Context: an optimization exercise on an open-source flow, tuned for a short achievable clock period and few clock cycles. The choices shown serve that exercise and are no tape-out recipe. At most, simulation tests tie the RTL to the original design; equivalence was not proved. Power is estimated from default activity; no workload was simulated.

== alpha ==
// srt_div_top
module srt_div_top #(
	parameter int DATA_WIDTH = 16,
	parameter int FIFO_DEPTH = 4
) (
	input logic clk,
	input logic arst_n,
	input logic psel,
	input logic penable,
	input logic pwrite,
	input logic [7:0] paddr,
	input logic [srt_pkg::APB_DATA_W-1:0] pwdata,
	output logic [srt_pkg::APB_DATA_W-1:0] prdata,
	output logic pready,
	output logic pslverr
);
	localparam int NSTEP = 4;
	logic launch;
	logic [15:0] dividend;
	logic res_valid;
	logic [32:0] res;		 
	srt_apb_regs #(.FIFO_DEPTH(FIFO_DEPTH)) u_apb_regs (
		.clk(clk), .arst_n(arst_n),
		.psel(psel), .penable(penable), .pwrite(pwrite), .paddr(paddr),
		.pwdata(pwdata), .prdata(prdata), .pready(pready), .pslverr(pslverr),
		.launch(launch), .dividend(dividend),
		.res_valid(res_valid), .res(res)
	);
	logic [15:0] p1_d;
	logic [15:0] p1_a;
	always_ff @(posedge clk) begin
		p1_d <= pwdata[15:0];
		p1_a <= dividend;
	end
	logic [15:0][19:0] p1_mul;
	logic [19:0] d;
	assign d = {4'b0, p1_d};
	assign p1_mul[0] = '0;
	assign p1_mul[1] = d;
	assign p1_mul[2] = d << 1;
	assign p1_mul[3] = (d << 1) + d;
	assign p1_mul[4] = d << 2;
	assign p1_mul[5] = (d << 2) + d;
	assign p1_mul[6] = (d << 2) + (d << 1);
	assign p1_mul[7] = (d << 3) - d;
	assign p1_mul[8] = d << 3;
	assign p1_mul[9] = (d << 3) + d;
	assign p1_mul[10] = (d << 3) + (d << 1);
	assign p1_mul[11] = (d << 3) + (d << 1) + d;
	assign p1_mul[12] = (d << 3) + (d << 2);
	assign p1_mul[13] = (d << 3) + (d << 2) + d;
	assign p1_mul[14] = (d << 4) - (d << 1);
	assign p1_mul[15] = (d << 4) - d;
  ...
Size in the first run: about 5400 cells after synthesis, ~730 flip-flops, roughly 79 I/O pins.
==> flow/config.mk <==
export PLATFORM = sky130hd
export DESIGN_NAME = srt_div_top
export DESIGN_NICKNAME = srt_div_top
export VERILOG_FILES = /design/flow/design.v
export SDC_FILE = /design/flow/constraint.sdc
export NUM_CORES = 4
export LEC_CHECK = 0
export ABC_CLOCK_PERIOD_IN_PS = 2500
export CAP_MARGIN = 20
export CORE_MARGIN = 2
export CORE_UTILIZATION = 45
export PLACE_DENSITY = 0.6
export SETUP_SLACK_MARGIN = 5
export SLEW_MARGIN = 20
==> flow/constraint.sdc <==
create_clock -name core_clock -period 10.0 [get_ports {clk}]
set_input_delay 2.0000 -clock core_clock [delete_from_list [all_inputs] [get_ports {clk}]]
set_output_delay 2.0000 -clock core_clock [all_outputs]
set_load 0.01 [all_outputs]
standard.sh (not shown) runs the stock make flow with config.mk's settings and CLKGATE_MAP_FILE= SYNTH_SCRIPT=/design/flow/synth_recipe.tcl, a recipe that flattens the netlist after the stock synthesis.
==> flow/flow/run.sh <==
#!/bin/bash
bash standard.sh SETUP_SLACK_MARGIN=${MARGIN:-7.5} finish > standard.log 2>&1
Testbench counts of alpha, summed over its fixed seeds: cycles 19,200.
--- input diff alpha..epsilon ---
==> flow/flow/run.sh <==
#!/bin/bash
bash standard.sh SETUP_SLACK_MARGIN=${MARGIN:-7} finish > standard.log 2>&1
Notes after the runs:
Between epsilon and alpha, the difference in sequential share of layout area is negligible. epsilon reports its beginning of the critical path as g_step[4].i_mul[248] while alpha reports g_step[4].i_a[12]. Count of non-filler cells in the finished layout essentially unchanged between epsilon and alpha. | post-route minimum period | higher: alpha |. Every run (epsilon and alpha) finished clean. Slack of the worst reg-to-reg path: epsilon > alpha. From alpha to epsilon the numbers moved as follows: met2 usage in global routing decreased 0.24 points, count of inserted antenna diode cells increased 3, global-route usage saw a decrease. For epsilon, the highest metal layer used by the detailed router was met5, unlike alpha, where it was met4. Summary of epsilon over alpha: total via count after detailed routing shows a reduction of 410; final area held steady.


srt_div_top, a different RTL version from the one above (not shown whole).
Size in the first run: ~5,400 cells after synthesis, roughly 810 flip-flops, about 79 I/O pins, about 50,000 um^2 of cells after synthesis.
==> flow/config.mk <==
export PLATFORM = sky130hd
export DESIGN_NAME = srt_div_top
export DESIGN_NICKNAME = srt_div_top
export VERILOG_FILES = /design/flow/design.v
export SDC_FILE = /design/flow/constraint.sdc
export NUM_CORES = 4
export LEC_CHECK = 0
export ABC_CLOCK_PERIOD_IN_PS = 2500
export CAP_MARGIN = 20
export CORE_MARGIN = 2
export CORE_UTILIZATION = 45
export PLACE_DENSITY = 0.6
export SETUP_SLACK_MARGIN = 5
export SLEW_MARGIN = 20
==> flow/constraint.sdc <==
create_clock -name core_clock -period 10.0 [get_ports {clk}]
set_input_delay 2.0000 -clock core_clock [delete_from_list [all_inputs] [get_ports {clk}]]
set_output_delay 2.0000 -clock core_clock [all_outputs]
set_load 0.01 [all_outputs]
==> flow/flow/run.sh <==
#!/bin/bash
bash standard.sh SETUP_SLACK_MARGIN=7 MATCH_CELL_FOOTPRINT=0 finish > standard.log 2>&1
Testbench counts at the start, summed over its fixed seeds: cycles 19,200.
Next try:
==> flow/flow/run.sh (replaced) <==
#!/bin/bash
bash standard.sh SETUP_SLACK_MARGIN=${MARGIN:-7} finish > standard.log 2>&1
CORE_UTILIZATION = 40   (was 45)
PLACE_DENSITY = 0.5   (was 0.6)
Wire length rises by about 5.6%.
Cell area rises by about 1.5%.
Fmax falls by 1.0%.
Clock-buffer cell count rises by 9.
Flip-flop and latch count does not change.
First-iteration DRC count falls by about 8%.
Via count falls by about 0.3%.
Power rises by 3.2%.
Core utilization falls by 5.6 points.
Global-route usage falls by 2.1 points.


## red
srt_div_top, a different RTL version from the one above (not shown whole).
Size: about 790 flip-flops, ~79 I/O pins.
==> flow/design.v (excerpt) <==
module srt_div_top #(
	parameter int DATA_WIDTH = 16,
	parameter int FIFO_DEPTH = 4
) (
	input logic clk,
	input logic arst_n,
	input logic psel,
	input logic penable,
	input logic pwrite,
	input logic [7:0] paddr,
	input logic [srt_pkg::APB_DATA_W-1:0] pwdata,
	output logic [srt_pkg::APB_DATA_W-1:0] prdata,
	output logic pready,
	output logic pslverr
);
clock: 10.0 ns
lec_check: 0
abc_clock_period_in_ps: 2500
cap_margin: 20
core_margin: 2
core_utilization: 55
place_density: 0.72
setup_slack_margin: 5
slew_margin: 20
==> flow/flow/run.sh <==
#!/bin/bash
bash standard.sh SETUP_SLACK_MARGIN=${MARGIN:-7} finish > standard.log 2>&1
red finished every step from synthesis to the final layout, and the layout passed the timing, DRC and antenna checks.
Relative to red, the following input files were edited for blue:
Settings: a change of CORE_UTILIZATION from 55 to 45; a change of PLACE_DENSITY from 0.72 to 0.6.
## What came out
- blue | status: complete | timing, DRC, antenna: pass
- In the flow results for red and blue, the post-route clock period utilization is larger on red.
- The lower shortest clock period the worst path allows after layout came out of blue.
- Relative to red, the count of inserted antenna diode cells of blue is lower by 6.
- Instance count on the critical path in blue is 5 higher than in red
- From red to blue the numbers moved as follows: net load switching power has decreased; final area increased by about 1.1% relative to the old numbers.
Function was not checked in any run of this note: the RTL went through the layout flow alone.

-- re-timing with driven ports --
How much do the figures lean on ideal ports? The routed layouts below were timed once more, with nothing changed but the port constraints.
Step 1 assumes that a clkbuf_16 drives the clock port and a buf_2 every other input.
Step 2 times the ports against the registers' clock, not the clock port: input delays grow and output delays shrink by t, the midpoint of the rising clock arrivals with the driver on.
Slacks: ideal ports / drivers / drivers and shift; pairs: ideal ports / drivers.
run	t, ns	setup slack, ns	worst hold slack (ns)	pins driven straight from the clock port
alpha	0.725	6.127 / 6.127 / 6.127	0.319 / 0.319 / 0.319	1
epsilon	0.710	6.218 / 6.218 / 6.218	0.313 / 0.313 / 0.313	1
the first run of note 2	0.718	6.642 / 6.642 / 6.170	0.306 / 0.306 / 0.306	1
the second run of note 2	0.744	6.608 / 6.608 / 6.257	0.308 / 0.308 / 0.308	1
red	0.750	6.120 / 6.120 / 5.589	0.305 / 0.305 / 0.305	1
blue	0.746	6.187 / 6.187 / 5.677	0.304 / 0.304 / 0.304	1
After both steps every run listed still meets setup and hold. For red, which loses most, drivers alone change the setup slack by 0.000 ns; drivers and shift together by -0.531 ns.
